This is an optimization exercise on Yosys and OpenROAD, whose aim is small area and a short achievable clock period, not a production implementation. The RTL was checked by simulation tests, not by an equivalence proof against the original design. No activity file was given, so power comes from the tool's default toggle rates.

==> flow/design.v <==
module joltage_select_sum #(
  parameter int MAX_K = 12,
  parameter int VAL_W = 40,
  parameter int SUM_W = 64,
  parameter int CNT_W = 32,
  localparam int KW   = $clog2(MAX_K+1)
)(
  input  logic             clk,
  input  logic             rst_n,
  input  logic [KW-1:0]    k_sel,
  input  logic [3:0]       in_digit,
  input  logic             in_last,
  input  logic             in_valid,
  output logic             in_ready,
  input  logic             sum_clr,
  output logic             line_valid,
  output logic [VAL_W-1:0] line_value,
  output logic             line_short,
  output logic [SUM_W-1:0] sum_out,
  output logic [CNT_W-1:0] lines_done,
  output logic [2:0]       error
);
  logic [MAX_K-1:0][3:0] dig, cand;
  logic [MAX_K-1:1] shf_q, asc_nxt, shf_nxt;
  logic [VAL_W-1:0] val_p, val_g, va_nxt, vb_nxt;
  logic [VAL_W-1:0] val;
  logic [KW-1:0]    cnt, k_r, k_nxt;
  logic             live, fin, rdy, in_line;
  logic             acc, upd, clr, dig_ok, k_ok, short_l, add_ok;
  logic [VAL_W:0]   add_lo;
  logic [SUM_W-1:0] sum_nxt;
  logic             carry;
  logic [CNT_W-1:0] lines_nxt;
  logic [2:0]       err_set;
  assign in_ready = rdy;
  assign acc      = in_valid && in_ready;
  assign dig_ok   = (in_digit <= 4'd9);
  assign upd      = acc && dig_ok;
  assign clr      = fin || !live;
  assign k_ok     = (k_sel != '0) && (k_sel <= KW'(MAX_K));
  assign short_l  = (cnt < k_r);
  assign add_ok   = fin && !short_l;
  assign k_nxt = in_line ? k_r : (k_ok ? k_sel : KW'(MAX_K));
  always_comb begin
    cand[0] = (shf_q[1] || in_digit > dig[0]) ? in_digit : dig[0];
    for (int j = 1; j < MAX_K; j++)
      cand[j] = shf_q[j] ? dig[j-1] : dig[j];
    for (int j = 1; j < MAX_K; j++)
      asc_nxt[j] = (KW'(j) < k_nxt) && (cand[j] < cand[j-1]);
    shf_nxt[MAX_K-1] = asc_nxt[MAX_K-1];
    for (int j = MAX_K-2; j >= 1; j--)
      shf_nxt[j] = shf_nxt[j+1] | asc_nxt[j];
  end
  jss_bcd2bin u_conv (.d(cand), .va(va_nxt), .vb(vb_nxt));
  assign line_valid = fin;
  assign line_short = fin && short_l;
  assign line_value = add_ok ? val : '0;
  jss_cpa_pg #(.W(VAL_W)) u_val (.p_in(val_p), .g_in(val_g), .s(val));
  jss_cpa_sklansky #(.W(VAL_W+1)) u_add (.a({1'b0, sum_out[VAL_W-1:0]}), .b({1'b0, line_value}), .s(add_lo));
  jss_inc #(.W(SUM_W-VAL_W)) u_inc_hi (.a(sum_out[SUM_W-1:VAL_W]), .ci(add_lo[VAL_W]), .s(sum_nxt[SUM_W-1:VAL_W]), .co(carry));
  assign sum_nxt[VAL_W-1:0] = add_lo[VAL_W-1:0];
  assign lines_nxt = lines_done + CNT_W'(fin);
  assign err_set = {carry,
                    (fin && short_l) || (acc && !in_line && !k_ok),
                    acc && !dig_ok};
  always_ff @(posedge clk or negedge rst_n) begin
    if (!rst_n) begin
      live    <= 1'b0;
      fin     <= 1'b0;
      rdy     <= 1'b0;
    end else begin
      live <= 1'b1;
      fin  <= acc && in_last;
      rdy  <= !(acc && in_last);
    end
  end
  always_ff @(posedge clk) begin
    if (clr) begin
      in_line <= 1'b0;
      dig     <= '0;
      shf_q   <= '0;
      cnt     <= '0;
    end else begin
      if (acc) in_line <= !in_last;
      if (upd) begin
        dig   <= cand;
        shf_q <= shf_nxt;
        if (cnt != KW'(MAX_K)) cnt <= cnt + 1'b1;
      end
    end
  end
  always_ff @(posedge clk) begin
    if (acc && !in_line) k_r <= k_ok ? k_sel : KW'(MAX_K);
    if (upd) begin
      val_p <= va_nxt ^ vb_nxt;
      val_g <= va_nxt & vb_nxt;
    end
  end
  always_ff @(posedge clk or negedge rst_n) begin
    if (!rst_n) begin
      sum_out    <= '0;
      lines_done <= '0;
      error      <= '0;
    end else if (sum_clr) begin
      sum_out    <= '0;
      lines_done <= '0;
      error      <= '0;
    end else begin
      error <= error | err_set;
      lines_done <= lines_nxt;
      sum_out    <= sum_nxt;
    end
  end
endmodule
module jss_inc #(parameter int W = 24) (
  input  logic [W-1:0] a,
  input  logic         ci,
  output logic [W-1:0] s,
  output logic         co
);
  localparam int L = $clog2(W);
  logic [W-1:0] p [0:L];
  always_comb begin
    p[0] = a;
    for (int l = 0; l < L; l++)
      for (int i = 0; i < W; i++)
        if ((i >> l) & 1) p[l+1][i] = p[l][i] & p[l][((i >> l) << l) - 1];
        else              p[l+1][i] = p[l][i];
    s[0] = a[0] ^ ci;
    for (int i = 1; i < W; i++) s[i] = a[i] ^ (ci & p[L][i-1]);
    co = ci & p[L][W-1];
  end
endmodule
module jss_bcd2bin (input logic [47:0] d, output logic [39:0] va, output logic [39:0] vb);
  wire w1 = d[0];
  wire w2 = d[1];
  wire w3 = d[4];
  wire w4 = d[2];
  wire w5 = d[5];
  wire w6 = d[8];
  wire w7 = d[3];
  wire w8 = d[6];
  wire w9 = d[4];
  wire w10 = d[9];
  wire w11 = d[12];
  wire w12 = d[10];
  wire w13 = d[13];
  wire w14 = d[16];
  wire w15 = (d[5] | d[7]);
  wire w16 = d[6];
  wire w17 = d[11];
  wire w18 = ~d[8];
  wire w19 = d[14];
  wire w20 = ~d[12];
  wire w21 = d[17];
  wire w22 = d[20];
  wire w23 = d[7];
  wire w24 = d[9];
  wire w25 = d[18];
  wire w26 = d[21];
  wire w27 = d[24];
  wire w28 = (d[13] | d[15]);
  wire w29 = (d[9] ^ d[10]);
  wire w30 = d[8];
  wire w31 = (d[13] ^ d[14]);
  wire w32 = d[19];
  wire w33 = d[22];
  wire w34 = d[20];
  wire w35 = d[25];
  wire w36 = d[28];
  wire w37 = ((~d[12] & ~d[13] & ~d[14] & ~d[15]) | (d[12] & ~d[13] & ~d[14] & ~d[15]));
  wire w38 = ~d[16];
  wire w39 = d[26];
  wire w40 = d[29];
  wire w41 = d[32];
  wire w42 = ((~d[8] & ~d[9] & ~d[10] & ~d[11]) | (d[8] & ~d[9] & ~d[10] & ~d[11]) | (~d[8] & d[9] & ~d[10] & ~d[11]) | (d[8] & d[9] & ~d[10] & ~d[11]) | (~d[8] & d[9] & d[10] & ~d[11]) | (d[8] & d[9] & d[10] & ~d[11]));
  wire w43 = (d[21] | d[23]);
  wire w44 = d[10];
  wire w45 = d[17];
  wire w46 = d[22];
  wire w47 = ~d[20];
  wire w48 = d[27];
  wire w49 = d[24];
  wire w50 = d[30];
  wire w51 = ~d[28];
  wire w52 = d[33];
  wire w53 = d[36];
  wire w54 = d[11];
  wire w55 = d[12];
  wire w56 = (d[17] ^ d[18]);
  wire w57 = d[25];
  wire w58 = d[34];
  wire w59 = d[37];
  wire w60 = d[40];
  wire w61 = (d[21] | d[23]);
  wire w62 = (d[29] | d[31]);
  wire w63 = d[13];
  wire w64 = ((~d[16] & ~d[17] & ~d[18] & ~d[19]) | (d[16] & ~d[17] & ~d[18] & ~d[19]));
  wire w65 = d[16];
  wire w66 = (d[21] ^ d[22]);
  wire w67 = d[20];
  wire w68 = d[26];
  wire w69 = (d[29] ^ d[30]);
  wire w70 = ~d[28];
  wire w71 = d[35];
  wire w72 = d[38];
  wire w73 = d[36];
  wire w74 = d[41];
  wire w75 = d[44];
  wire w76 = d[14];
  wire w77 = d[17];
  wire w78 = d[27];
  wire w79 = d[42];
  wire w80 = d[45];
  wire w81 = ((~d[20] & ~d[21] & ~d[22] & ~d[23]) | (d[20] & ~d[21] & ~d[22] & ~d[23]) | (~d[20] & d[21] & ~d[22] & ~d[23]) | (d[20] & d[21] & ~d[22] & ~d[23]) | (~d[20] & d[21] & d[22] & ~d[23]) | (d[20] & d[21] & d[22] & ~d[23]));
  wire w82 = ((~d[28] & ~d[29] & ~d[30] & ~d[31]) | (d[28] & ~d[29] & ~d[30] & ~d[31]) | (~d[28] & d[29] & ~d[30] & ~d[31]) | (d[28] & d[29] & ~d[30] & ~d[31]) | (~d[28] & d[29] & d[30] & ~d[31]) | (d[28] & d[29] & d[30] & ~d[31]));
  wire w83 = (d[37] | d[39]);
  wire w84 = d[15];
  wire w85 = d[18];
  wire w86 = d[16];
  wire w87 = d[22];
  wire w88 = (d[29] ^ d[30]);
  wire w89 = d[28];
  wire w90 = ~d[32];
  wire w91 = d[38];
  wire w92 = d[43];
  wire w93 = ~d[40];
  wire w94 = d[46];
  wire w95 = ~d[44];
  wire w96 = d[23];
  wire w97 = d[24];
  wire w98 = d[33];
  wire w99 = d[39];
  wire w100 = ~d[36];
  wire w101 = d[41];
  wire w102 = (d[17] | d[19]);
  wire w103 = ((~d[28] & ~d[29] & ~d[30] & ~d[31]) | (d[28] & ~d[29] & ~d[30] & ~d[31]) | (~d[28] & d[29] & ~d[30] & ~d[31]) | (d[28] & d[29] & ~d[30] & ~d[31]) | (~d[28] & d[29] & d[30] & ~d[31]) | (d[28] & d[29] & d[30] & ~d[31]));
  wire w104 = (d[45] | d[47]);
  wire w105 = d[18];
  wire w106 = ~d[20];
  wire w107 = d[25];
  wire w108 = d[30];
  wire w109 = d[28];
  wire w110 = (d[33] ^ d[34]);
  wire w111 = d[37];
  wire w112 = (d[41] ^ d[42]);
  wire w113 = (d[45] ^ d[46]);
  wire w114 = d[19];
  wire w115 = d[21];
  wire w116 = d[26];
  wire w117 = ~d[24];
  wire w118 = ((~d[32] & ~d[33] & ~d[34] & ~d[35]) | (d[32] & ~d[33] & ~d[34] & ~d[35]));
  wire w119 = (d[37] ^ d[38]);
  wire w120 = ~d[36];
  wire w121 = ((~d[40] & ~d[41] & ~d[42] & ~d[43]) | (d[40] & ~d[41] & ~d[42] & ~d[43]));
  wire w122 = ((~d[44] & ~d[45] & ~d[46] & ~d[47]) | (d[44] & ~d[45] & ~d[46] & ~d[47]));
  wire w123 = ~d[44];
  wire w124 = (d[29] | d[31]);
  wire w125 = (d[21] ^ d[22]);
  wire w126 = d[20];
  wire w127 = d[30];
  wire w128 = ~d[32];
  wire w129 = d[45];
  wire w130 = (d[25] | d[27]);
  wire w131 = ((~d[36] & ~d[37] & ~d[38] & ~d[39]) | (d[36] & ~d[37] & ~d[38] & ~d[39]) | (~d[36] & d[37] & ~d[38] & ~d[39]) | (d[36] & d[37] & ~d[38] & ~d[39]) | (~d[36] & d[37] & d[38] & ~d[39]) | (d[36] & d[37] & d[38] & ~d[39]));
  wire w132 = (d[25] ^ d[26]);
  wire w133 = d[31];
  wire w134 = d[33];
  wire w135 = (d[37] ^ d[38]);
  wire w136 = ~d[36];
  wire w137 = ~d[40];
  wire w138 = (d[45] ^ d[46]);
  wire w139 = ((~d[20] & ~d[21] & ~d[22] & ~d[23]) | (d[20] & ~d[21] & ~d[22] & ~d[23]) | (~d[20] & d[21] & ~d[22] & ~d[23]) | (d[20] & d[21] & ~d[22] & ~d[23]) | (~d[20] & d[21] & d[22] & ~d[23]) | (d[20] & d[21] & d[22] & ~d[23]));
  wire w140 = d[22];
  wire w141 = ((~d[24] & ~d[25] & ~d[26] & ~d[27]) | (d[24] & ~d[25] & ~d[26] & ~d[27]));
  wire w142 = ~d[28];
  wire w143 = (d[33] ^ d[34]);
  wire w144 = ~d[32];
  wire w145 = d[41];
  wire w146 = ((~d[44] & ~d[45] & ~d[46] & ~d[47]) | (d[44] & ~d[45] & ~d[46] & ~d[47]));
  wire w147 = ~d[44];
  wire w148 = ((~d[36] & ~d[37] & ~d[38] & ~d[39]) | (d[36] & ~d[37] & ~d[38] & ~d[39]) | (~d[36] & d[37] & ~d[38] & ~d[39]) | (d[36] & d[37] & ~d[38] & ~d[39]) | (~d[36] & d[37] & d[38] & ~d[39]) | (d[36] & d[37] & d[38] & ~d[39]));
  wire w149 = d[23];
  wire w150 = d[24];
  wire w151 = d[29];
  wire w152 = (d[37] ^ d[38]);
  wire w153 = (d[41] ^ d[42]);
  wire w154 = d[40];
  wire w155 = d[45];
  wire w156 = ((~d[32] & ~d[33] & ~d[34] & ~d[35]) | (d[32] & ~d[33] & ~d[34] & ~d[35]) | (~d[32] & d[33] & ~d[34] & ~d[35]) | (d[32] & d[33] & ~d[34] & ~d[35]) | (~d[32] & d[33] & d[34] & ~d[35]) | (d[32] & d[33] & d[34] & ~d[35]));
  wire w157 = d[25];
  wire w158 = (d[29] ^ d[30]);
  wire w159 = d[28];
  wire w160 = (d[33] ^ d[34]);
  wire w161 = ((~d[36] & ~d[37] & ~d[38] & ~d[39]) | (d[36] & ~d[37] & ~d[38] & ~d[39]));
  wire w162 = d[36];
  wire w163 = (d[45] ^ d[46]);
  wire w164 = ((~d[40] & ~d[41] & ~d[42] & ~d[43]) | (d[40] & ~d[41] & ~d[42] & ~d[43]) | (~d[40] & d[41] & ~d[42] & ~d[43]) | (d[40] & d[41] & ~d[42] & ~d[43]) | (~d[40] & d[41] & d[42] & ~d[43]) | (d[40] & d[41] & d[42] & ~d[43]));
  wire w165 = d[26];
  wire w166 = ((~d[32] & ~d[33] & ~d[34] & ~d[35]) | (d[32] & ~d[33] & ~d[34] & ~d[35]));
  wire w167 = d[37];
  wire w168 = d[42];
  wire w169 = ((~d[44] & ~d[45] & ~d[46] & ~d[47]) | (d[44] & ~d[45] & ~d[46] & ~d[47]));
  wire w170 = ((~d[28] & ~d[29] & ~d[30] & ~d[31]) | (d[28] & ~d[29] & ~d[30] & ~d[31]) | (~d[28] & d[29] & ~d[30] & ~d[31]) | (d[28] & d[29] & ~d[30] & ~d[31]) | (~d[28] & d[29] & d[30] & ~d[31]) | (d[28] & d[29] & d[30] & ~d[31]));
  wire w171 = d[27];
  wire w172 = d[30];
  wire w173 = d[28];
  wire w174 = d[38];
  wire w175 = ~d[36];
  wire w176 = d[43];
  wire w177 = d[44];
  wire w178 = d[45];
  wire w179 = (d[29] | d[31]);
  wire w180 = (d[37] | d[39]);
  wire w181 = d[30];
  wire w182 = ~d[32];
  wire w183 = (d[37] ^ d[38]);
  wire w184 = d[46];
  wire w185 = d[31];
  wire w186 = d[33];
  wire w187 = ((~d[36] & ~d[37] & ~d[38] & ~d[39]) | (d[36] & ~d[37] & ~d[38] & ~d[39]));
  wire w188 = ~d[36];
  wire w189 = d[40];
  wire w190 = d[47];
  wire w191 = (d[33] ^ d[34]);
  wire w192 = d[32];
  wire w193 = d[37];
  wire w194 = d[41];
  wire w195 = d[44];
  wire w196 = (d[37] ^ d[38]);
  wire w197 = d[42];
  wire w198 = d[40];
  wire w199 = d[45];
  wire w200 = ((~d[32] & ~d[33] & ~d[34] & ~d[35]) | (d[32] & ~d[33] & ~d[34] & ~d[35]) | (~d[32] & d[33] & ~d[34] & ~d[35]) | (d[32] & d[33] & ~d[34] & ~d[35]) | (~d[32] & d[33] & d[34] & ~d[35]) | (d[32] & d[33] & d[34] & ~d[35]));
  wire w201 = d[34];
  wire w202 = ((~d[36] & ~d[37] & ~d[38] & ~d[39]) | (d[36] & ~d[37] & ~d[38] & ~d[39]));
  wire w203 = d[46];
  wire w204 = (d[41] | d[43]);
  wire w205 = d[35];
  wire w206 = d[36];
  wire w207 = d[42];
  wire w208 = d[40];
  wire w209 = d[47];
  wire w210 = d[44];
  wire w211 = d[37];
  wire w212 = d[45];
  wire w213 = (d[41] | d[43]);
  wire w214 = d[38];
  wire w215 = d[42];
  wire w216 = d[46];
  wire w217 = ~d[44];
  wire w218 = d[39];
  wire w219 = d[43];
  wire w220 = d[40];
  wire w221 = (d[45] | d[47]);
  wire w222 = d[41];
  wire w223 = (d[45] ^ d[46]);
  wire w224 = d[42];
  wire w225 = ((~d[44] & ~d[45] & ~d[46] & ~d[47]) | (d[44] & ~d[45] & ~d[46] & ~d[47]));
  wire w226 = ~d[44];
  wire w227 = d[43];
  wire w228 = d[45];
  wire w229 = (d[45] ^ d[46]);
  wire w230 = d[44];
  wire w231 = ((~d[44] & ~d[45] & ~d[46] & ~d[47]) | (d[44] & ~d[45] & ~d[46] & ~d[47]) | (~d[44] & d[45] & ~d[46] & ~d[47]) | (d[44] & d[45] & ~d[46] & ~d[47]) | (~d[44] & d[45] & d[46] & ~d[47]) | (d[44] & d[45] & d[46] & ~d[47]));
  wire w232 = d[46];
  wire w233 = w4 ^ w5;
  wire w234 = w233 ^ w6;
  wire w235 = (w4 & w5) | (w233 & w6);
  wire w236 = w10 ^ w11;
  wire w237 = w236 ^ w7;
  wire w238 = (w10 & w11) | (w236 & w7);
  wire w239 = w8 ^ w9;
  wire w240 = w239 ^ w235;
  wire w241 = (w8 & w9) | (w239 & w235);
  wire w242 = w12 ^ w13;
  wire w243 = w242 ^ w14;
  wire w244 = (w12 & w13) | (w242 & w14);
  wire w245 = w15 ^ w238;
  wire w246 = w245 ^ w243;
  wire w247 = (w15 & w238) | (w245 & w243);
  wire w248 = w16 ^ w17;
  wire w249 = w248 ^ w19;
  wire w250 = (w16 & w17) | (w248 & w19);
  wire w251 = w21 ^ w22;
  wire w252 = w251 ^ w18;
  wire w253 = (w21 & w22) | (w251 & w18);
  wire w254 = w20 ^ w244;
  wire w255 = w254 ^ w249;
  wire w256 = (w20 & w244) | (w254 & w249);
  wire w257 = w252 ^ w247;
  wire w258 = w257 ^ w255;
  wire w259 = (w252 & w247) | (w257 & w255);
  wire w260 = 1'b1 ^ w23;
  wire w261 = w260 ^ w24;
  wire w262 = (1'b1 & w23) | (w260 & w24);
  wire w263 = w25 ^ w26;
  wire w264 = w263 ^ w27;
  wire w265 = (w25 & w26) | (w263 & w27);
  wire w266 = w28 ^ w250;
  wire w267 = w266 ^ w253;
  wire w268 = (w28 & w250) | (w266 & w253);
  wire w269 = w261 ^ w264;
  wire w270 = w269 ^ w256;
  wire w271 = (w261 & w264) | (w269 & w256);
  wire w272 = w267 ^ w259;
  wire w273 = w272 ^ w270;
  wire w274 = (w267 & w259) | (w272 & w270);
  wire w275 = 1'b1 ^ w30;
  wire w276 = w275 ^ w32;
  wire w277 = (1'b1 & w30) | (w275 & w32);
  wire w278 = w33 ^ w34;
  wire w279 = w278 ^ w35;
  wire w280 = (w33 & w34) | (w278 & w35);
  wire w281 = w36 ^ w29;
  wire w282 = w281 ^ w31;
  wire w283 = (w36 & w29) | (w281 & w31);
  wire w284 = w262 ^ w265;
  wire w285 = w284 ^ w276;
  wire w286 = (w262 & w265) | (w284 & w276);
  wire w287 = w279 ^ w282;
  wire w288 = w287 ^ w268;
  wire w289 = (w279 & w282) | (w287 & w268);
  wire w290 = w285 ^ w271;
  wire w291 = w290 ^ w288;
  wire w292 = (w285 & w271) | (w290 & w288);
  wire w293 = w39 ^ w40;
  wire w294 = w293 ^ w41;
  wire w295 = (w39 & w40) | (w293 & w41);
  wire w296 = w38 ^ w37;
  wire w297 = w296 ^ w42;
  wire w298 = (w38 & w37) | (w296 & w42);
  wire w299 = w43 ^ w277;
  wire w300 = w299 ^ w280;
  wire w301 = (w43 & w277) | (w299 & w280);
  wire w302 = w294 ^ w283;
  wire w303 = w302 ^ w297;
  wire w304 = (w294 & w283) | (w302 & w297);
  wire w305 = w286 ^ w300;
  wire w306 = w305 ^ w289;
  wire w307 = (w286 & w300) | (w305 & w289);
  wire w308 = w303 ^ w292;
  wire w309 = w308 ^ w306;
  wire w310 = (w303 & w292) | (w308 & w306);
  wire w311 = w44 ^ w45;
  wire w312 = w311 ^ w46;
  wire w313 = (w44 & w45) | (w311 & w46);
  wire w314 = w48 ^ w49;
  wire w315 = w314 ^ w50;
  wire w316 = (w48 & w49) | (w314 & w50);
  wire w317 = w52 ^ w53;
  wire w318 = w317 ^ w47;
  wire w319 = (w52 & w53) | (w317 & w47);
  wire w320 = w51 ^ w295;
  wire w321 = w320 ^ w312;
  wire w322 = (w51 & w295) | (w320 & w312);
  wire w323 = w315 ^ w318;
  wire w324 = w323 ^ w298;
  wire w325 = (w315 & w318) | (w323 & w298);
  wire w326 = w301 ^ w321;
  wire w327 = w326 ^ w324;
  wire w328 = (w301 & w321) | (w326 & w324);
  wire w329 = w304 ^ w327;
  wire w330 = w329 ^ w307;
  wire w331 = (w304 & w327) | (w329 & w307);
  wire w332 = w54 ^ w55;
  wire w333 = w332 ^ w57;
  wire w334 = (w54 & w55) | (w332 & w57);
  wire w335 = w58 ^ w59;
  wire w336 = w335 ^ w60;
  wire w337 = (w58 & w59) | (w335 & w60);
  wire w338 = w56 ^ w61;
  wire w339 = w338 ^ w62;
  wire w340 = (w56 & w61) | (w338 & w62);
  wire w341 = w313 ^ w316;
  wire w342 = w341 ^ w319;
  wire w343 = (w313 & w316) | (w341 & w319);
  wire w344 = w333 ^ w336;
  wire w345 = w344 ^ w339;
  wire w346 = (w333 & w336) | (w344 & w339);
  wire w347 = w322 ^ w342;
  wire w348 = w347 ^ w325;
  wire w349 = (w322 & w342) | (w347 & w325);
  wire w350 = w345 ^ w328;
  wire w351 = w350 ^ w348;
  wire w352 = (w345 & w328) | (w350 & w348);
  wire w353 = 1'b1 ^ w63;
  wire w354 = w353 ^ w65;
  wire w355 = (1'b1 & w63) | (w353 & w65);
  wire w356 = w67 ^ w68;
  wire w357 = w356 ^ w71;
  wire w358 = (w67 & w68) | (w356 & w71);
  wire w359 = w72 ^ w73;
  wire w360 = w359 ^ w74;
  wire w361 = (w72 & w73) | (w359 & w74);
  wire w362 = w75 ^ w70;
  wire w363 = w362 ^ w64;
  wire w364 = (w75 & w70) | (w362 & w64);
  wire w365 = w66 ^ w69;
  wire w366 = w365 ^ w334;
  wire w367 = (w66 & w69) | (w365 & w334);
  wire w368 = w337 ^ w354;
  wire w369 = w368 ^ w357;
  wire w370 = (w337 & w354) | (w368 & w357);
  wire w371 = w360 ^ w340;
  wire w372 = w371 ^ w363;
  wire w373 = (w360 & w340) | (w371 & w363);
  wire w374 = w343 ^ w366;
  wire w375 = w374 ^ w369;
  wire w376 = (w343 & w366) | (w374 & w369);
  wire w377 = w346 ^ w372;
  wire w378 = w377 ^ w349;
  wire w379 = (w346 & w372) | (w377 & w349);
  wire w380 = w375 ^ w352;
  wire w381 = w380 ^ w378;
  wire w382 = (w375 & w352) | (w380 & w378);
  wire w383 = w76 ^ w77;
  wire w384 = w383 ^ w78;
  wire w385 = (w76 & w77) | (w383 & w78);
  wire w386 = w79 ^ w80;
  wire w387 = w386 ^ w81;
  wire w388 = (w79 & w80) | (w386 & w81);
  wire w389 = w82 ^ w83;
  wire w390 = w389 ^ w355;
  wire w391 = (w82 & w83) | (w389 & w355);
  wire w392 = w358 ^ w361;
  wire w393 = w392 ^ w384;
  wire w394 = (w358 & w361) | (w392 & w384);
  wire w395 = w364 ^ w367;
  wire w396 = w395 ^ w387;
  wire w397 = (w364 & w367) | (w395 & w387);
  wire w398 = w370 ^ w390;
  wire w399 = w398 ^ w393;
  wire w400 = (w370 & w390) | (w398 & w393);
  wire w401 = w373 ^ w396;
  wire w402 = w401 ^ w376;
  wire w403 = (w373 & w396) | (w401 & w376);
  wire w404 = w399 ^ w379;
  wire w405 = w404 ^ w402;
  wire w406 = (w399 & w379) | (w404 & w402);
  wire w407 = 1'b1 ^ w84;
  wire w408 = w407 ^ w85;
  wire w409 = (1'b1 & w84) | (w407 & w85);
  wire w410 = w86 ^ w87;
  wire w411 = w410 ^ w89;
  wire w412 = (w86 & w87) | (w410 & w89);
  wire w413 = w91 ^ w92;
  wire w414 = w413 ^ w94;
  wire w415 = (w91 & w92) | (w413 & w94);
  wire w416 = w90 ^ w93;
  wire w417 = w416 ^ w95;
  wire w418 = (w90 & w93) | (w416 & w95);
  wire w419 = w88 ^ w385;
  wire w420 = w419 ^ w408;
  wire w421 = (w88 & w385) | (w419 & w408);
  wire w422 = w411 ^ w414;
  wire w423 = w422 ^ w417;
  wire w424 = (w411 & w414) | (w422 & w417);
  wire w425 = w388 ^ w391;
  wire w426 = w425 ^ w394;
  wire w427 = (w388 & w391) | (w425 & w394);
  wire w428 = w420 ^ w423;
  wire w429 = w428 ^ w397;
  wire w430 = (w420 & w423) | (w428 & w397);
  wire w431 = w400 ^ w426;
  wire w432 = w431 ^ w429;
  wire w433 = (w400 & w426) | (w431 & w429);
  wire w434 = w403 ^ w432;
  wire w435 = w434 ^ w406;
  wire w436 = (w403 & w432) | (w434 & w406);
  wire w437 = 1'b1 ^ w101;
  wire w438 = w437 ^ w96;
  wire w439 = (1'b1 & w101) | (w437 & w96);
  wire w440 = w97 ^ w98;
  wire w441 = w440 ^ w99;
  wire w442 = (w97 & w98) | (w440 & w99);
  wire w443 = w100 ^ w102;
  wire w444 = w443 ^ w103;
  wire w445 = (w100 & w102) | (w443 & w103);
  wire w446 = w104 ^ w409;
  wire w447 = w446 ^ w412;
  wire w448 = (w104 & w409) | (w446 & w412);
  wire w449 = w415 ^ w418;
  wire w450 = w449 ^ w438;
  wire w451 = (w415 & w418) | (w449 & w438);
  wire w452 = w441 ^ w444;
  wire w453 = w452 ^ w421;
  wire w454 = (w441 & w444) | (w452 & w421);
  wire w455 = w447 ^ w424;
  wire w456 = w455 ^ w450;
  wire w457 = (w447 & w424) | (w455 & w450);
  wire w458 = w427 ^ w453;
  wire w459 = w458 ^ w456;
  wire w460 = (w427 & w453) | (w458 & w456);
  wire w461 = w430 ^ w459;
  wire w462 = w461 ^ w433;
  wire w463 = (w430 & w459) | (w461 & w433);
  wire w464 = w105 ^ w107;
  wire w465 = w464 ^ w108;
  wire w466 = (w105 & w107) | (w464 & w108);
  wire w467 = w109 ^ w111;
  wire w468 = w467 ^ w106;
  wire w469 = (w109 & w111) | (w467 & w106);
  wire w470 = w110 ^ w112;
  wire w471 = w470 ^ w113;
  wire w472 = (w110 & w112) | (w470 & w113);
  wire w473 = w439 ^ w442;
  wire w474 = w473 ^ w465;
  wire w475 = (w439 & w442) | (w473 & w465);
  wire w476 = w468 ^ w445;
  wire w477 = w476 ^ w448;
  wire w478 = (w468 & w445) | (w476 & w448);
  wire w479 = w471 ^ w451;
  wire w480 = w479 ^ w474;
  wire w481 = (w471 & w451) | (w479 & w474);
  wire w482 = w454 ^ w477;
  wire w483 = w482 ^ w457;
  wire w484 = (w454 & w477) | (w482 & w457);
  wire w485 = w480 ^ w460;
  wire w486 = w485 ^ w483;
  wire w487 = (w480 & w460) | (w485 & w483);
  wire w488 = w114 ^ w115;
  wire w489 = w488 ^ w116;
  wire w490 = (w114 & w115) | (w488 & w116);
  wire w491 = w117 ^ w120;
  wire w492 = w491 ^ w123;
  wire w493 = (w117 & w120) | (w491 & w123);
  wire w494 = w118 ^ w119;
  wire w495 = w494 ^ w121;
  wire w496 = (w118 & w119) | (w494 & w121);
  wire w497 = w122 ^ w124;
  wire w498 = w497 ^ w466;
  wire w499 = (w122 & w124) | (w497 & w466);
  wire w500 = w469 ^ w489;
  wire w501 = w500 ^ w492;
  wire w502 = (w469 & w489) | (w500 & w492);
  wire w503 = w472 ^ w495;
  wire w504 = w503 ^ w475;
  wire w505 = (w472 & w495) | (w503 & w475);
  wire w506 = w498 ^ w501;
  wire w507 = w506 ^ w478;
  wire w508 = (w498 & w501) | (w506 & w478);
  wire w509 = w481 ^ w504;
  wire w510 = w509 ^ w507;
  wire w511 = (w481 & w504) | (w509 & w507);
  wire w512 = w484 ^ w510;
  wire w513 = w512 ^ w487;
  wire w514 = (w484 & w510) | (w512 & w487);
  wire w515 = w126 ^ w127;
  wire w516 = w515 ^ w129;
  wire w517 = (w126 & w127) | (w515 & w129);
  wire w518 = w128 ^ w125;
  wire w519 = w518 ^ w130;
  wire w520 = (w128 & w125) | (w518 & w130);
  wire w521 = w131 ^ w490;
  wire w522 = w521 ^ w493;
  wire w523 = (w131 & w490) | (w521 & w493);
  wire w524 = w516 ^ w496;
  wire w525 = w524 ^ w499;
  wire w526 = (w516 & w496) | (w524 & w499);
  wire w527 = w519 ^ w502;
  wire w528 = w527 ^ w522;
  wire w529 = (w519 & w502) | (w527 & w522);
  wire w530 = w505 ^ w525;
  wire w531 = w530 ^ w528;
  wire w532 = (w505 & w525) | (w530 & w528);
  wire w533 = w508 ^ w531;
  wire w534 = w533 ^ w511;
  wire w535 = (w508 & w531) | (w533 & w511);
  wire w536 = w133 ^ w134;
  wire w537 = w536 ^ w136;
  wire w538 = (w133 & w134) | (w536 & w136);
  wire w539 = w137 ^ w132;
  wire w540 = w539 ^ w135;
  wire w541 = (w137 & w132) | (w539 & w135);
  wire w542 = w138 ^ w139;
  wire w543 = w542 ^ w517;
  wire w544 = (w138 & w139) | (w542 & w517);
  wire w545 = w537 ^ w520;
  wire w546 = w545 ^ w540;
  wire w547 = (w537 & w520) | (w545 & w540);
  wire w548 = w523 ^ w543;
  wire w549 = w548 ^ w526;
  wire w550 = (w523 & w543) | (w548 & w526);
  wire w551 = w546 ^ w529;
  wire w552 = w551 ^ w549;
  wire w553 = (w546 & w529) | (w551 & w549);
  wire w554 = w532 ^ w552;
  wire w555 = w554 ^ w535;
  wire w556 = (w532 & w552) | (w554 & w535);
  wire w557 = 1'b1 ^ w140;
  wire w558 = w557 ^ w145;
  wire w559 = (1'b1 & w140) | (w557 & w145);
  wire w560 = w142 ^ w144;
  wire w561 = w560 ^ w147;
  wire w562 = (w142 & w144) | (w560 & w147);
  wire w563 = w141 ^ w143;
  wire w564 = w563 ^ w146;
  wire w565 = (w141 & w143) | (w563 & w146);
  wire w566 = w148 ^ w538;
  wire w567 = w566 ^ w558;
  wire w568 = (w148 & w538) | (w566 & w558);
  wire w569 = w561 ^ w541;
  wire w570 = w569 ^ w544;
  wire w571 = (w561 & w541) | (w569 & w544);
  wire w572 = w564 ^ w567;
  wire w573 = w572 ^ w547;
  wire w574 = (w564 & w567) | (w572 & w547);
  wire w575 = w570 ^ w550;
  wire w576 = w575 ^ w573;
  wire w577 = (w570 & w550) | (w575 & w573);
  wire w578 = w553 ^ w576;
  wire w579 = w578 ^ w556;
  wire w580 = (w553 & w576) | (w578 & w556);
  wire w581 = w149 ^ w150;
  wire w582 = w581 ^ w151;
  wire w583 = (w149 & w150) | (w581 & w151);
  wire w584 = w154 ^ w155;
  wire w585 = w584 ^ w152;
  wire w586 = (w154 & w155) | (w584 & w152);
  wire w587 = w153 ^ w156;
  wire w588 = w587 ^ w559;
  wire w589 = (w153 & w156) | (w587 & w559);
  wire w590 = w562 ^ w582;
  wire w591 = w590 ^ w565;
  wire w592 = (w562 & w582) | (w590 & w565);
  wire w593 = w585 ^ w568;
  wire w594 = w593 ^ w588;
  wire w595 = (w585 & w568) | (w593 & w588);
  wire w596 = w591 ^ w571;
  wire w597 = w596 ^ w594;
  wire w598 = (w591 & w571) | (w596 & w594);
  wire w599 = w574 ^ w597;
  wire w600 = w599 ^ w577;
  wire w601 = (w574 & w597) | (w599 & w577);
  wire w602 = 1'b1 ^ w157;
  wire w603 = w602 ^ w159;
  wire w604 = (1'b1 & w157) | (w602 & w159);
  wire w605 = w162 ^ w158;
  wire w606 = w605 ^ w160;
  wire w607 = (w162 & w158) | (w605 & w160);
  wire w608 = w161 ^ w163;
  wire w609 = w608 ^ w164;
  wire w610 = (w161 & w163) | (w608 & w164);
  wire w611 = w583 ^ w603;
  wire w612 = w611 ^ w586;
  wire w613 = (w583 & w603) | (w611 & w586);
  wire w614 = w589 ^ w606;
  wire w615 = w614 ^ w609;
  wire w616 = (w589 & w606) | (w614 & w609);
  wire w617 = w592 ^ w612;
  wire w618 = w617 ^ w595;
  wire w619 = (w592 & w612) | (w617 & w595);
  wire w620 = w615 ^ w598;
  wire w621 = w620 ^ w618;
  wire w622 = (w615 & w598) | (w620 & w618);
  wire w623 = w165 ^ w167;
  wire w624 = w623 ^ w168;
  wire w625 = (w165 & w167) | (w623 & w168);
  wire w626 = w166 ^ w169;
  wire w627 = w626 ^ w170;
  wire w628 = (w166 & w169) | (w626 & w170);
  wire w629 = w604 ^ w624;
  wire w630 = w629 ^ w607;
  wire w631 = (w604 & w624) | (w629 & w607);
  wire w632 = w610 ^ w627;
  wire w633 = w632 ^ w613;
  wire w634 = (w610 & w627) | (w632 & w613);
  wire w635 = w630 ^ w616;
  wire w636 = w635 ^ w633;
  wire w637 = (w630 & w616) | (w635 & w633);
  wire w638 = w619 ^ w636;
  wire w639 = w638 ^ w622;
  wire w640 = (w619 & w636) | (w638 & w622);
  wire w641 = w171 ^ w172;
  wire w642 = w641 ^ w173;
  wire w643 = (w171 & w172) | (w641 & w173);
  wire w644 = w174 ^ w176;
  wire w645 = w644 ^ w177;
  wire w646 = (w174 & w176) | (w644 & w177);
  wire w647 = w175 ^ w625;
  wire w648 = w647 ^ w642;
  wire w649 = (w175 & w625) | (w647 & w642);
  wire w650 = w645 ^ w628;
  wire w651 = w650 ^ w648;
  wire w652 = (w645 & w628) | (w650 & w648);
  wire w653 = w631 ^ w634;
  wire w654 = w653 ^ w651;
  wire w655 = (w631 & w634) | (w653 & w651);
  wire w656 = w637 ^ w654;
  wire w657 = w656 ^ w640;
  wire w658 = (w637 & w654) | (w656 & w640);
  wire w659 = w178 ^ w179;
  wire w660 = w659 ^ w180;
  wire w661 = (w178 & w179) | (w659 & w180);
  wire w662 = w643 ^ w646;
  wire w663 = w662 ^ w660;
  wire w664 = (w643 & w646) | (w662 & w660);
  wire w665 = w649 ^ w663;
  wire w666 = w665 ^ w652;
  wire w667 = (w649 & w663) | (w665 & w652);
  wire w668 = w655 ^ w666;
  wire w669 = w668 ^ w658;
  wire w670 = (w655 & w666) | (w668 & w658);
  wire w671 = w181 ^ w184;
  wire w672 = w671 ^ w182;
  wire w673 = (w181 & w184) | (w671 & w182);
  wire w674 = w183 ^ w672;
  wire w675 = w674 ^ w661;
  wire w676 = (w183 & w672) | (w674 & w661);
  wire w677 = w675 ^ w664;
  wire w678 = w677 ^ w667;
  wire w679 = (w675 & w664) | (w677 & w667);
  wire w680 = 1'b1 ^ w185;
  wire w681 = w680 ^ w186;
  wire w682 = (1'b1 & w185) | (w680 & w186);
  wire w683 = w189 ^ w190;
  wire w684 = w683 ^ w188;
  wire w685 = (w189 & w190) | (w683 & w188);
  wire w686 = w187 ^ w673;
  wire w687 = w686 ^ w681;
  wire w688 = (w187 & w673) | (w686 & w681);
  wire w689 = w684 ^ w687;
  wire w690 = w689 ^ w676;
  wire w691 = (w684 & w687) | (w689 & w676);
  wire w692 = w192 ^ w193;
  wire w693 = w692 ^ w194;
  wire w694 = (w192 & w193) | (w692 & w194);
  wire w695 = w195 ^ w191;
  wire w696 = w695 ^ w682;
  wire w697 = (w195 & w191) | (w695 & w682);
  wire w698 = w685 ^ w693;
  wire w699 = w698 ^ w688;
  wire w700 = (w685 & w693) | (w698 & w688);
  wire w701 = w696 ^ w699;
  wire w702 = w701 ^ w691;
  wire w703 = (w696 & w699) | (w701 & w691);
  wire w704 = w197 ^ w198;
  wire w705 = w704 ^ w199;
  wire w706 = (w197 & w198) | (w704 & w199);
  wire w707 = w196 ^ w200;
  wire w708 = w707 ^ w694;
  wire w709 = (w196 & w200) | (w707 & w694);
  wire w710 = w705 ^ w697;
  wire w711 = w710 ^ w708;
  wire w712 = (w705 & w697) | (w710 & w708);
  wire w713 = w700 ^ w711;
  wire w714 = w713 ^ w703;
  wire w715 = (w700 & w711) | (w713 & w703);
  wire w716 = w201 ^ w203;
  wire w717 = w716 ^ w202;
  wire w718 = (w201 & w203) | (w716 & w202);
  wire w719 = w204 ^ w706;
  wire w720 = w719 ^ w709;
  wire w721 = (w204 & w706) | (w719 & w709);
  wire w722 = w717 ^ w712;
  wire w723 = w722 ^ w720;
  wire w724 = (w717 & w712) | (w722 & w720);
  wire w725 = 1'b1 ^ w205;
  wire w726 = w725 ^ w206;
  wire w727 = (1'b1 & w205) | (w725 & w206);
  wire w728 = w207 ^ w208;
  wire w729 = w728 ^ w209;
  wire w730 = (w207 & w208) | (w728 & w209);
  wire w731 = w210 ^ w726;
  wire w732 = w731 ^ w729;
  wire w733 = (w210 & w726) | (w731 & w729);
  wire w734 = w718 ^ w732;
  wire w735 = w734 ^ w721;
  wire w736 = (w718 & w732) | (w734 & w721);
  wire w737 = 1'b1 ^ w211;
  wire w738 = w737 ^ w212;
  wire w739 = (1'b1 & w211) | (w737 & w212);
  wire w740 = w213 ^ w727;
  wire w741 = w740 ^ w730;
  wire w742 = (w213 & w727) | (w740 & w730);
  wire w743 = w738 ^ w733;
  wire w744 = w743 ^ w741;
  wire w745 = (w738 & w733) | (w743 & w741);
  wire w746 = w214 ^ w215;
  wire w747 = w746 ^ w216;
  wire w748 = (w214 & w215) | (w746 & w216);
  wire w749 = w217 ^ w739;
  wire w750 = w749 ^ w747;
  wire w751 = (w217 & w739) | (w749 & w747);
  wire w752 = w742 ^ w750;
  wire w753 = w752 ^ w745;
  wire w754 = (w742 & w750) | (w752 & w745);
  wire w755 = 1'b1 ^ w218;
  wire w756 = w755 ^ w219;
  wire w757 = (1'b1 & w218) | (w755 & w219);
  wire w758 = w220 ^ w221;
  wire w759 = w758 ^ w748;
  wire w760 = (w220 & w221) | (w758 & w748);
  wire w761 = w756 ^ w751;
  wire w762 = w761 ^ w759;
  wire w763 = (w756 & w751) | (w761 & w759);
  wire w764 = 1'b1 ^ w222;
  wire w765 = w764 ^ w223;
  wire w766 = (1'b1 & w222) | (w764 & w223);
  wire w767 = w757 ^ w760;
  wire w768 = w767 ^ w765;
  wire w769 = (w757 & w760) | (w767 & w765);
  wire w770 = 1'b1 ^ w224;
  wire w771 = w770 ^ w226;
  wire w772 = (1'b1 & w224) | (w770 & w226);
  wire w773 = w225 ^ w771;
  wire w774 = w773 ^ w766;
  wire w775 = (w225 & w771) | (w773 & w766);
  wire w776 = w227 ^ w228;
  wire w777 = w776 ^ w772;
  wire w778 = (w227 & w228) | (w776 & w772);
  wire w779 = 1'b1 ^ w230;
  wire w780 = w779 ^ w229;
  wire w781 = (1'b1 & w230) | (w779 & w229);
  wire [39:0] ra = {1'b1, w231, w780, w777, w774, w763, w762, w753, w744, w724, w723, w714, w702, w690, w678, w669, w657, w639, w621, w600, w579, w555, w534, w513, w486, w462, w435, w382, w381, w331, w310, w309, w274, w273, w258, w241, w237, w234, w2, w1};
  wire [39:0] rb = {w232, w781, w778, w775, w769, w768, w754, 1'b0, w736, w735, w715, 1'b0, 1'b0, w679, w670, 1'b0, 1'b0, 1'b0, w601, w580, 1'b0, 1'b0, w514, 1'b0, w463, w436, 1'b0, w405, 1'b0, w351, w330, 1'b0, w291, 1'b0, 1'b0, w246, w240, 1'b0, w3, 1'b0};
  assign va = ra;
  assign vb = rb;
endmodule
module jss_cpa_sklansky #(parameter int W = 40) (input logic [W-1:0] a, b, output logic [W-1:0] s);
  localparam int L = $clog2(W);
  logic [W-1:0] g [0:L];
  logic [W-1:0] p [0:L];
  always_comb begin
    g[0] = a & b; p[0] = a ^ b;
    for (int l = 0; l < L; l++)
      for (int i = 0; i < W; i++)
        if ((i >> l) & 1) begin
          g[l+1][i] = g[l][i] | (p[l][i] & g[l][((i >> l) << l) - 1]);
          p[l+1][i] = p[l][i] & p[l][((i >> l) << l) - 1];
        end else begin
          g[l+1][i] = g[l][i]; p[l+1][i] = p[l][i];
        end
    s[0] = p[0][0];
    for (int i = 1; i < W; i++) s[i] = p[0][i] ^ g[L][i-1];
  end
endmodule
module jss_cpa_ripple #(parameter int W = 40) (input logic [W-1:0] a, b, output logic [W-1:0] s);
  logic [W:0] c;
  always_comb begin
    c[0] = 1'b0;
    for (int i = 0; i < W; i++) begin
      s[i] = a[i] ^ b[i] ^ c[i];
      c[i+1] = (a[i] & b[i]) | (a[i] & c[i]) | (b[i] & c[i]);
    end
  end
endmodule
module jss_cpa_bk #(parameter int W = 40) (input logic [W-1:0] a, b, output logic [W-1:0] s);
  localparam int L = $clog2(W);
  logic [W-1:0] g, p;
  always_comb begin
    g = a & b; p = a ^ b;
    for (int l = 0; l < L; l++)
      for (int i = 0; i < W; i++)
        if (((i + 1) % (2 << l)) == 0) begin
          g[i] = g[i] | (p[i] & g[i - (1 << l)]);
          p[i] = p[i] & p[i - (1 << l)];
        end
    for (int l = L - 1; l >= 0; l--)
      for (int i = 0; i < W; i++)
        if (((i + 1) % (2 << l)) == (1 << l) && i >= (2 << l) + (1 << l) - 1) begin
          g[i] = g[i] | (p[i] & g[i - (1 << l)]);
          p[i] = p[i] & p[i - (1 << l)];
        end
    s[0] = a[0] ^ b[0];
    for (int i = 1; i < W; i++) s[i] = a[i] ^ b[i] ^ g[i-1];
  end
endmodule
module jss_cpa_pg #(parameter int W = 40) (input logic [W-1:0] p_in, g_in, output logic [W-1:0] s);
  localparam int L = $clog2(W);
  logic [W-1:0] g [0:L];
  logic [W-1:0] p [0:L];
  always_comb begin
    g[0] = g_in; p[0] = p_in;
    for (int l = 0; l < L; l++)
      for (int i = 0; i < W; i++)
        if ((i >> l) & 1) begin
          g[l+1][i] = g[l][i] | (p[l][i] & g[l][((i >> l) << l) - 1]);
          p[l+1][i] = p[l][i] & p[l][((i >> l) << l) - 1];
        end else begin
          g[l+1][i] = g[l][i]; p[l+1][i] = p[l][i];
        end
    s[0] = p_in[0];
    for (int i = 1; i < W; i++) s[i] = p_in[i] ^ g[L][i-1];
  end
endmodule
==> flow/flow/run.sh <==
#!/bin/bash
set -euo pipefail
export BUFFER_PORTS_ARGS="-buffer_cell sky130_fd_sc_hd__buf_1"
export CTS_ARGS="-sink_clustering_enable -repair_clock_nets -dont_use_dummy_load"
bash standard.sh finish > standard_flow.log 2>&1
==> flow/standard.sh <==
#!/bin/bash
# synth_recipe.tcl (not shown) runs the flow's synth.tcl, then flattens the netlist and writes it again
# the make line also repeats each setting of config.mk as NAME=value (left out here)
make -C /OpenROAD-flow-scripts/flow DESIGN_CONFIG=/design/flow/config.mk WORK_HOME=/design/flow/orfs CLKGATE_MAP_FILE= SYNTH_SCRIPT=/design/flow/synth_recipe.tcl "${@:-finish}"
==> flow/config.mk <==
export PLATFORM = sky130hd
export DESIGN_NAME = joltage_select_sum
export DESIGN_NICKNAME = joltage_select_sum
export VERILOG_FILES = /design/flow/design.v
export SDC_FILE = /design/flow/constraint.sdc
export NUM_CORES = 4
export LEC_CHECK = 0
export CAP_MARGIN = 20
export CORE_MARGIN = 2
export CORE_UTILIZATION = 55
export SETUP_SLACK_MARGIN = 4.1
export SLEW_MARGIN = 20
==> flow/constraint.sdc <==
create_clock -name core_clock -period 9.0 [get_ports {clk}]
set_input_delay 1.8000 -clock core_clock [delete_from_list [all_inputs] [get_ports {clk}]]
set_output_delay 1.8000 -clock core_clock [all_outputs]
set_load 0.01 [all_outputs]
==> notes.md, run 1 <==
WP data arrival 5.00 ns; row cnt 65; Worst path top cell family by delay adder cells; setup ws final 4.26 ns; crit share post-route 0.526; clock insertion delay at the later pin of the skew report 0.55 ns; Die Height 182 µm; most common cell after layout, fill and taps aside inv_1; post-DR wirelength/cell 18.3 µm; largest net degree at the start of global routing 99; area grow syn2layout 12.5%; Max Root-Sink Buffers 3; worst hold stages 2; Hold Path Class reg -> reg; EDFF count, synth 67; Ports 155; hold_buf cts 0; DRT Pass-1 Iters 5; first-pass GRT wire length 67.2 mm; Startpoint Class flip-flop; HP Start dig[47]$_SDFFE_PP0P_; outcome timing/DRC/antenna clean; die area 33,000 µm²; kind of critical path reg -> reg; pre-CTS worst setup slack 3.59 ns; Worst-path clk slew 0.05 ns; # DRC 0; slowest CP cell fa_1; final setup fails 0; #FFs+latches synth 233; final antenna-violating net count 0; Initial Util 0.555; GRT Util Overall 0.256; RSZ-0062 raised after global routing false; syn_nets 2,001; worst-path maximum fanout 8; Max Slew Vio Count 0; PortBufs 154; Die X 182 µm; CTS tree yes; most frequent cells in the layout 232 x inv_1, 196 x nor2_1, 174 x fa_1; CP cell instances mux2i_2 > buf_4 > fa_1 > inv_1 > fa_1 > fa_1 > fa_1 > fa_1 > inv_1 > fa_1 > fa_1 > fa_1 > ha_1; syn avg cell area 10.3 µm²; hold endpoint dig[47]$_SDFFE_PP0P_; Seq/Total Area, Yosys 0.336; max-cap viol count 0; slew of the pin with the lowest slew margin 0.885 ns; initial antenna violation count 0; root buf cell clkbuf_16; max incr delay on CP 0.51 ns; Yosys cell types 76; predominant post-synthesis flop cell dfrtp_1; layout net count 2,164; peak supply drop 163 µV; Worst setup EP type flip-flop; FF-to-FF setup slack 4.26 ns; total CTS buffers 26; Final Hold Fails 0; CTS sink count 233; final core occ 0.624; FFs w/ async S/R, synth 0.438; antenna cells 0; reg2reg end val_p[25]$_DFFE_PP_; H-tree Lvls 1; CP bufs+invs 3; relative slew slack 0.410; dpl hpwl 32.4 mm; R2R cell count 13; Worst EP required 9.26 ns; worst flop-to-flop path startpoint shf_q[9]$_SDFFE_PP0P_; PD cells 216 nW/µm²; Leak 0.00851 µW; Total Wirelength 41.2 mm; via count 12,300; core area 31,300 µm²; Starting DRT DRC Count 786; Vias/cell 5.46; gpl congestion 0.913; Yosys warning count 9; min Tclk post-route 4.74 ns; vias in the first global route 12,500; Sum Neg Setup Slack 0 ns; Top cell by count, worst path fa_1; f_max 0.211 GHz; Post-Syn Area 17,400 µm²; share of cells above drive strength 1 0.0861; Mapped Cells 1,686; gr ovfl total 0; Layout Skew 0.0460 ns; Fillers 2,695
[what timing repair did]
| item | 4_1_cts | 5_1_grt |
|---|---|---|
| pin swaps | 0 | 14 |
| setup endpoints to repair | 38 | 51 |
| buffers inserted | 1 | 15 |
| resized for setup | 28 | 58 |
[kinds of logic (layout without fill, tap and decap cells)]
logic type	Yosys count	in the layout	synth area share
multiplexers	52	52	0.0311
AO/OA/AOI/OAI	282	282	0.111
flip-flops	233	233	0.336
AND/OR/NAND/NOR	429	429	0.115
XOR/XNOR	100	100	0.0504
other	1	1	0.000216
buffers and inverters	287	448	0.0631
adder cells (fa/ha/maj)	302	302	0.293
[metal layers]
layer / track usage / share of wire
met4: 0.0650 / 0.025
met5: 0 / 0
met2: 0.405 / 0.45
met1: 0.373 / 0.47
met3: 0.0379 / 0.051
[tightest hold or removal path, stage by stage (launching register included)]
cell and delay, ns:
dfxtp_1 0.30, nor2_1 0.09, nor3_1 0.05
[how the worst max path moves through the flow]
| stage | startpoint | endpoint | cells after the start | slack [ns] |
|---|---|---|---|---|
| final | shf_q[9]$_SDFFE_PP0P_ | val_p[25]$_DFFE_PP_ | 13 | 4.26 |
| after global routing | val_p[3]$_DFFE_PP_ | sum_out[50]$_DFF_PN0_ | 19 | 4.09 |
| after CTS | shf_q[8]$_SDFFE_PP0P_ | val_p[25]$_DFFE_PP_ | 12 | 4.02 |
| after detailed placement | shf_q[11]$_SDFFE_PP0P_ | val_p[25]$_DFFE_PP_ | 13 | 3.59 |
| after global placement | shf_q[11]$_SDFFE_PP0P_ | val_p[25]$_DFFE_PP_ | 13 | 3.72 |
| after floorplan | shf_q[11]$_SDFFE_PP0P_ | val_p[25]$_DFFE_PP_ | 14 | 4.10 |
[cells in the mapped netlist (17+ instances only)]
master	number	area, µm²
edfxtp_1	67	2010
nor2_1	202	758
xor2_1	52	455
xnor2_1	48	420
nand2_1	67	251
nand3_1	30	150
a211oi_1	54	405
nor3_1	19	95.1
dfrtp_1	102	2550
inv_1	236	886
or3_1	17	106
a21oi_1	60	300
fa_1	175	3500
ha_1	127	1590
dfxtp_1	64	1280
mux2i_1	45	450
nor2b_1	18	113
clkbuf_1	35	131
o21a_1	18	135
o21ai_0	56	280
[power breakdown]
group	switching (µW)	internal [µW]
clock network	393	502
logic	1030	801
registers	117	1390
total	1540	2690
[metrics by stage]
step | hold slack (ns) | area [µm²] | instances | power (µW)
after global placement | 0.485 | 18400 | 2207 | 3230
final | 0.496 | 19600 | 2249 | 4230
after CTS | 0.502 | 19200 | 2234 | 4250
after global routing | 0.521 | 19600 | 2249 | 4650
after floorplan | 0.471 | 17400 | 1686 | 2770
after detailed placement | 0.491 | 18400 | 2207 | 3320
[registers in the layout, summed over array words and instances (netlist names)]
name,cells
val_g,23
k_r,4
in_line,1
val_p,40
lines_done,32
live,1
shf_q,11
error,3
fin,1
sum_out,64
dig,48
cnt,4
rdy,1
[cell type report]
cell class / instances / area [µm²] / area share
clock buffers: 26 / 651 / 0.0333
inverters: 237 / 895 / 0.0458
multi-input cells: 1166 / 10800 / 0.553
flip-flops and latches: 233 / 5860 / 0.300
well taps: 402 / 503 / 0.0257
repair buffers: 185 / 838 / 0.0429
==> inputs of run 2 (changes only) <==
==> flow/flow/run.sh (replaced) <==
#!/bin/bash
set -euo pipefail
export BUFFER_PORTS_ARGS="-buffer_cell sky130_fd_sc_hd__buf_1"
export CTS_ARGS="-sink_clustering_enable -repair_clock_nets -dont_use_dummy_load -sink_clustering_size 32 -sink_clustering_max_diameter 120"
bash standard.sh finish > standard_flow.log 2>&1
==> notes.md, run 2 <==
outcome timing/DRC/antenna clean; Mapped Cells 1,686; Initial Util 0.555; CP startpoint shf_q[5]$_SDFFE_PP0P_; Leak 0.00830 µW; Sum Neg Setup Slack 0 ns; RSZ-0062 raised after global routing false; max-cap viol count 0; gpl congestion 0.913; dpl hpwl 32.4 mm; worst flop-to-flop path startpoint shf_q[5]$_SDFFE_PP0P_; first-pass GRT wire length 66.4 mm; post-DR wirelength/cell 18.2 µm; Startpoint Class flip-flop; clock insertion delay at the later pin of the skew report 0.50 ns; Layout Skew 0.0447 ns; PD cells 202 nW/µm²; die area 33,000 µm²; syn avg cell area 10.3 µm²; max reg flops 64; Hold Path Class reg -> reg; Largest regs sum_out x64, dig x48, val_p x40; hold_buf cts 0; predominant post-synthesis flop cell dfrtp_1; Yosys cell types 76; share of cells above drive strength 1 0.0760; Yosys warning count 9; Die X 182 µm; Worst setup EP type flip-flop; EDFF count, synth 67; Post-Syn Area 17,400 µm²; layout net count 2,146; kind of critical path reg -> reg; gr ovfl total 0; Worst-path clk slew 0.12 ns; ranking of synthesized cells by area fa_1 20%, dfrtp_1 15%, edfxtp_1 12%, ha_1 9.1%, dfxtp_1 7.4%; antenna cells 0; slowest CP cell fa_1; HP Start dig[47]$_SDFFE_PP0P_; Seq/Total Area, Yosys 0.336; syn_nets 2,001; worst-path maximum fanout 7; DP Area 18,400 µm²; relative slew slack 0.410; max incr delay on CP 0.64 ns; total CTS buffers 11; area grow syn2layout 10.2%; Top cell by count, worst path fa_1; Total Wirelength 40.7 mm; final antenna-violating net count 0; Vias/cell 5.48; Comb pwr share 0.470; via count 12,200; Die Height 182 µm; initial antenna violation count 0; min Tclk post-route 4.75 ns; most common cell after layout, fill and taps aside inv_1; vias in the first global route 12,300; CTS tree yes; Clk pwr share 0.142; FFs w/ async S/R, synth 0.438; Yosys top cell by area fa_1; crit share post-route 0.528; f_max 0.211 GHz; Max Root-Sink Buffers 3; slew of the pin with the lowest slew margin 0.886 ns; P_sw 1470 µW; Starting DRT DRC Count 731; Seq pwr share 0.388; H-tree Lvls 1; row cnt 65; Biggest register sum_out; WP data arrival 5.00 ns; core area 31,300 µm²; DRT Pass-1 Iters 5; # DRC 0; GRT Util Overall 0.252; #FFs+latches synth 233; peak supply drop 184 µV; root buf cell clkbuf_16; CP cell instances mux2i_2 > inv_1 > fa_1 > inv_1 > fa_1 > fa_1 > fa_1 > inv_1 > fa_1 > fa_1 > ha_1; most used standard cell by instance count after synthesis inv_1; final setup fails 0; Worst EP required 9.25 ns; largest net degree at the start of global routing 99; Synth top cells by count 236 x inv_1, 202 x nor2_1, 175 x fa_1, 127 x ha_1, 102 x dfrtp_1; PortBufs 154; Max Slew Vio Count 0; Ports 155; Power Internal 2400 µW; CTS sink count 233; Net Sw Frac 0.379; final design area excluding fillers 19,100 µm²; Final Hold Fails 0; post-synth top area share 0.202; most frequent cells in the layout 233 x inv_1, 195 x nor2_1, 173 x fa_1
==> run 2: logic make-up after synthesis <==
kind of cell,Yosys count,share of synthesized area
other,1,0.000216
buffers and inverters,287,0.0631
xor gates and xnor gates,100,0.0504
muxes,52,0.0311
DFF,233,0.336
adders and majority gates,302,0.293
and+or+nand+nor,429,0.115
AOI/OAI and AO/OA,282,0.111
==> run 2: power by group through the flow <==
stage,Combinational (µW),Sequential (µW),Clock [µW]
global route,2160,1520,600
detailed placement,1800,1510,0
floorplan,1300,1480,0
finish,1820,1500,551
CTS,1820,1490,574
global placement,1720,1510,0
==> run 2: cell type report <==
cell class | count | area [µm²]
Timing Repair Buffer | 182 | 823
Sequential cell | 233 | 5860
Clock buffer | 11 | 275
Fill cell | 2741 | 12200
Multi-Input combinational cell | 1166 | 10800
Tap cell | 402 | 503
Inverter | 237 | 897
==> run 2: per-stage QoR <==
step	instances	total power, µW	util	hold WS, ns	setup WS, ns
after floorplan	1686	2770	-	0.471	4.10
after global placement	2207	3230	0.588	0.485	3.72
after detailed placement	2207	3320	0.588	0.491	3.59
after CTS	2219	3890	0.601	0.512	4.07
after global routing	2231	4280	0.612	0.537	4.09
final	2231	3870	0.612	0.505	4.25
==> run 2: final timing paths <==
path	end	slack, ns	cells after the start
max reg2reg	val_p[20]$_DFFE_PP_	4.25	11
min	dig[47]$_SDFFE_PP0P_	0.51	2
max	val_p[20]$_DFFE_PP_	4.25	11
max in group asynchronous	sum_out[39]$_DFF_PN0_	6.45	2
min in group asynchronous	lines_done[16]$_DFF_PN0_	1.31	1
min reg2reg	dig[47]$_SDFFE_PP0P_	0.51	2
==> run 2: layer usage <==
layer,wire (µm),vias to the layer above,track usage
li1,-,5938,-
met1,19500,5973,0.371
met2,18300,263,0.402
met3,1760,49,0.0293
met4,1080,0,0.0644
met5,0,-,0
==> run 2: worst max-delay path: cells and delay by family, from the launching register on <==
kind | cells | cell delay (ns)
fa+ha+maj | 7 | 3.12
flops | 1 | 0.48
buf+inv | 3 | 0.43
mux | 1 | 0.49
==> run 2: what timing repair did <==
| action | CTS | global route |
|---|---|---|
| resized for setup | 32 | 49 |
| pin swaps | 0 | 7 |
| setup buffers | 1 | 12 |
| setup endpoints to repair | 29 | 40 |
==> inputs of run 3 (changes only) <==
==> flow/flow/run.sh (replaced) <==
#!/bin/bash
set -euo pipefail
export BUFFER_PORTS_ARGS="-buffer_cell sky130_fd_sc_hd__buf_1"
export CTS_ARGS="-sink_clustering_enable -repair_clock_nets -dont_use_dummy_load -sink_clustering_size 24 -sink_clustering_max_diameter 100"
bash standard.sh finish > standard_flow.log 2>&1
==> notes.md, run 3 <==
Yosys cell types 76; Hold Path Class reg -> reg; Total Wirelength 40.8 mm; worst-path maximum fanout 5; pre-CTS worst setup slack 3.59 ns; syn avg cell area 10.3 µm²; Worst-path clk slew 0.09 ns; max-cap viol count 0; ranking of synthesized cells by area fa_1 20%, dfrtp_1 15%, edfxtp_1 12%, ha_1 9.1%, dfxtp_1 7.4%; Startpoint Class flip-flop; CTS sink count 233; Vias/cell 5.46; via count 12,200; Seq/Total Area, Yosys 0.336; Synth top cells by count 236 x inv_1, 202 x nor2_1, 175 x fa_1, 127 x ha_1, 102 x dfrtp_1; H-tree Lvls 1; share of cells above drive strength 1 0.0779; Layout Skew 0.0652 ns; final design area excluding fillers 19,200 µm²; predominant post-synthesis flop cell dfrtp_1; final antenna-violating net count 0; vias in the first global route 12,400; FF-to-FF setup slack 4.28 ns; WP data arrival 2.95 ns; outcome timing/DRC/antenna clean; root buf cell clkbuf_16; slew of the pin with the lowest slew margin 0.885 ns; FFs w/ async S/R, synth 0.438; Leak 0.00835 µW; syn_nets 2,001; Max Slew Vio Count 0; Final Hold Fails 0; clock insertion delay at the later pin of the skew report 0.52 ns; f_max 0.211 GHz; #FFs+latches synth 233; min Tclk post-route 4.75 ns; total CTS buffers 14; relative slew slack 0.410; layout net count 2,152; # DRC 0; Yosys warning count 9; dpl hpwl 32.4 mm; post-route insts no fill 2,237; CTS tree yes; Worst setup EP type output pin; post-synth top area share 0.202; RSZ-0062 raised after global routing false; most used standard cell by instance count after synthesis inv_1; Starting DRT DRC Count 727; kind of critical path reg -> out; DRT Pass-1 Iters 5; EDFF count, synth 67; max reg flops 64; Mapped Cells 1,686; peak supply drop 199 µV; Fillers 2,741; R2R cell count 13; worst hold stages 2; gr ovfl total 0; GRT Util Overall 0.254; Largest regs sum_out x64, dig x48, val_p x40; post-DR wirelength/cell 18.2 µm; Yosys top cell by area fa_1; crit share post-route 0.528; antenna cells 0; worst hold margin 0.498 ns; Die X 182 µm; Worst EP required 7.20 ns; Sum Neg Setup Slack 0 ns; Die Height 182 µm; Ports 155; DP Area 18,400 µm²; Max Root-Sink Buffers 3; first-pass GRT wire length 66.7 mm; Biggest register sum_out; row cnt 65; core area 31,300 µm²; area grow syn2layout 10.8%; hold_buf cts 0; initial antenna violation count 0; final setup fails 0; die area 33,000 µm²; setup ws final 4.25 ns; PortBufs 154; gpl congestion 0.913; PD cells 205 nW/µm²; largest net degree at the start of global routing 99; Post-Syn Area 17,400 µm²; most common cell after layout, fill and taps aside inv_1; cell count after placement 2,207; Initial Util 0.555; most frequent cells in the layout 233 x inv_1, 196 x nor2_1, 173 x fa_1
run 3: cell types whose count changed in the layout (fill, tap and decap cells not counted), sizes merged:
cell / delta
clkbuf: +3
buf: +3
run 3: cell type report:
| class | count | area (µm²) | share of cell area |
|---|---|---|---|
| Timing Repair Buffer | 185 | 862 | 0.0448 |
| Clock buffer | 14 | 350 | 0.0182 |
| Tap cell | 402 | 503 | 0.0261 |
| Sequential cell | 233 | 5860 | 0.304 |
| Inverter | 237 | 897 | 0.0466 |
| Multi-Input combinational cell | 1166 | 10800 | 0.560 |
run 3: worst paths after layout:
| kind | from | to |
|---|---|---|
| hold / removal | dig[47]$_SDFFE_PP0P_ | dig[47]$_SDFFE_PP0P_ |
| setup reg to reg | shf_q[9]$_SDFFE_PP0P_ | val_p[25]$_DFFE_PP_ |
| min in group asynchronous | rst_n | lines_done[16]$_DFF_PN0_ |
| setup / recovery | val_p[3]$_DFFE_PP_ | line_value[37] |
| max in group asynchronous | rst_n | sum_out[52]$_DFF_PN0_ |
| hold reg to reg | dig[47]$_SDFFE_PP0P_ | dig[47]$_SDFFE_PP0P_ |
run 3: repair_timing:
item / CTS / global route
endpoints found under the setup margin: 36 / 50
pin swaps: 0 / 11
buffers inserted: 1 / 15
gates resized for setup: 26 / 53
run 3: kinds of logic (layout without fill, tap and decap cells):
kind of cell             count (synthesis)  in the layout  synth area share
AO/OA/AOI/OAI                          282            282             0.111
XOR/XNOR                               100            100            0.0504
adder cells (fa/ha/maj)                302            302             0.293
buffers and inverters                  287            436            0.0631
flip-flops                             233            233             0.336
multiplexers                            52             52            0.0311
other                                    1              1          0.000216
AND/OR/NAND/NOR                        429            429             0.115
run 3: worst max-delay path: stages (launching register included):
cell,delay [ns]
edfxtp_1,0.38
nand3_1,0.15
a211oi_2,0.33
o2111ai_2,0.17
a21boi_2,0.28
o211ai_1,0.17
a21oi_2,0.27
nor4_1,0.09
nor3_1,0.41
buf_1,0.20
run 3: where the power goes:
part	internal (µW)	switching (µW)	leakage (µW)
clock	279	340	0.000173
sequential	1380	116	0.00258
combinational	795	1020	0.00560
run 3: metrics by stage:
step | power, µW | util
3_5_place_dp | 3320 | 0.588
2_1_floorplan | 2770 | -
4_1_cts | 3960 | 0.602
5_1_grt | 4360 | 0.615
6_report | 3940 | 0.615
3_3_place_gp | 3230 | 0.588
run 3: per-layer routing:
metal  vias up  part of all wire  GRT usage  wire (µm)
met2       247              0.45      0.402      18200
li1       5956                 -          -          -
met5         -                 0          0          0
met1      5963              0.48      0.373      19600
met3        58             0.049     0.0343       1980
met4         0             0.024     0.0618        974

[what the ideal ports hide]
No port has a modelled driver above. Below, the same layouts with a new extraction and two added sets of constraints.
Step 1, drivers: a clkbuf_16 drives clk and a buf_2 each remaining input, both assumed.
Step 2 also shifts input and output timing later by t, the mid clock arrival at the registers, as if the neighbouring blocks saw the same clock.
Slacks: ideal / step 1 / step 2; pairs: ideal / step 1.
| run | shift t [ns] | setup WS [ns] | latest minus earliest clock arrival (ns) |
|---|---|---|---|
| run 1 | 0.582 | 4.262 / 4.258 / 3.752 | 0.047 / 0.047 |
| run 2 | 0.528 | 4.252 / 4.221 / 3.826 | 0.045 / 0.045 |
| run 3 | 0.538 | 4.252 / 4.198 / 3.834 | 0.067 / 0.067 |
After both steps setup and hold are still met in every run listed. The setup slack of run 1, which loses most, moves by -0.004 ns with the drivers and by -0.510 ns with both steps.
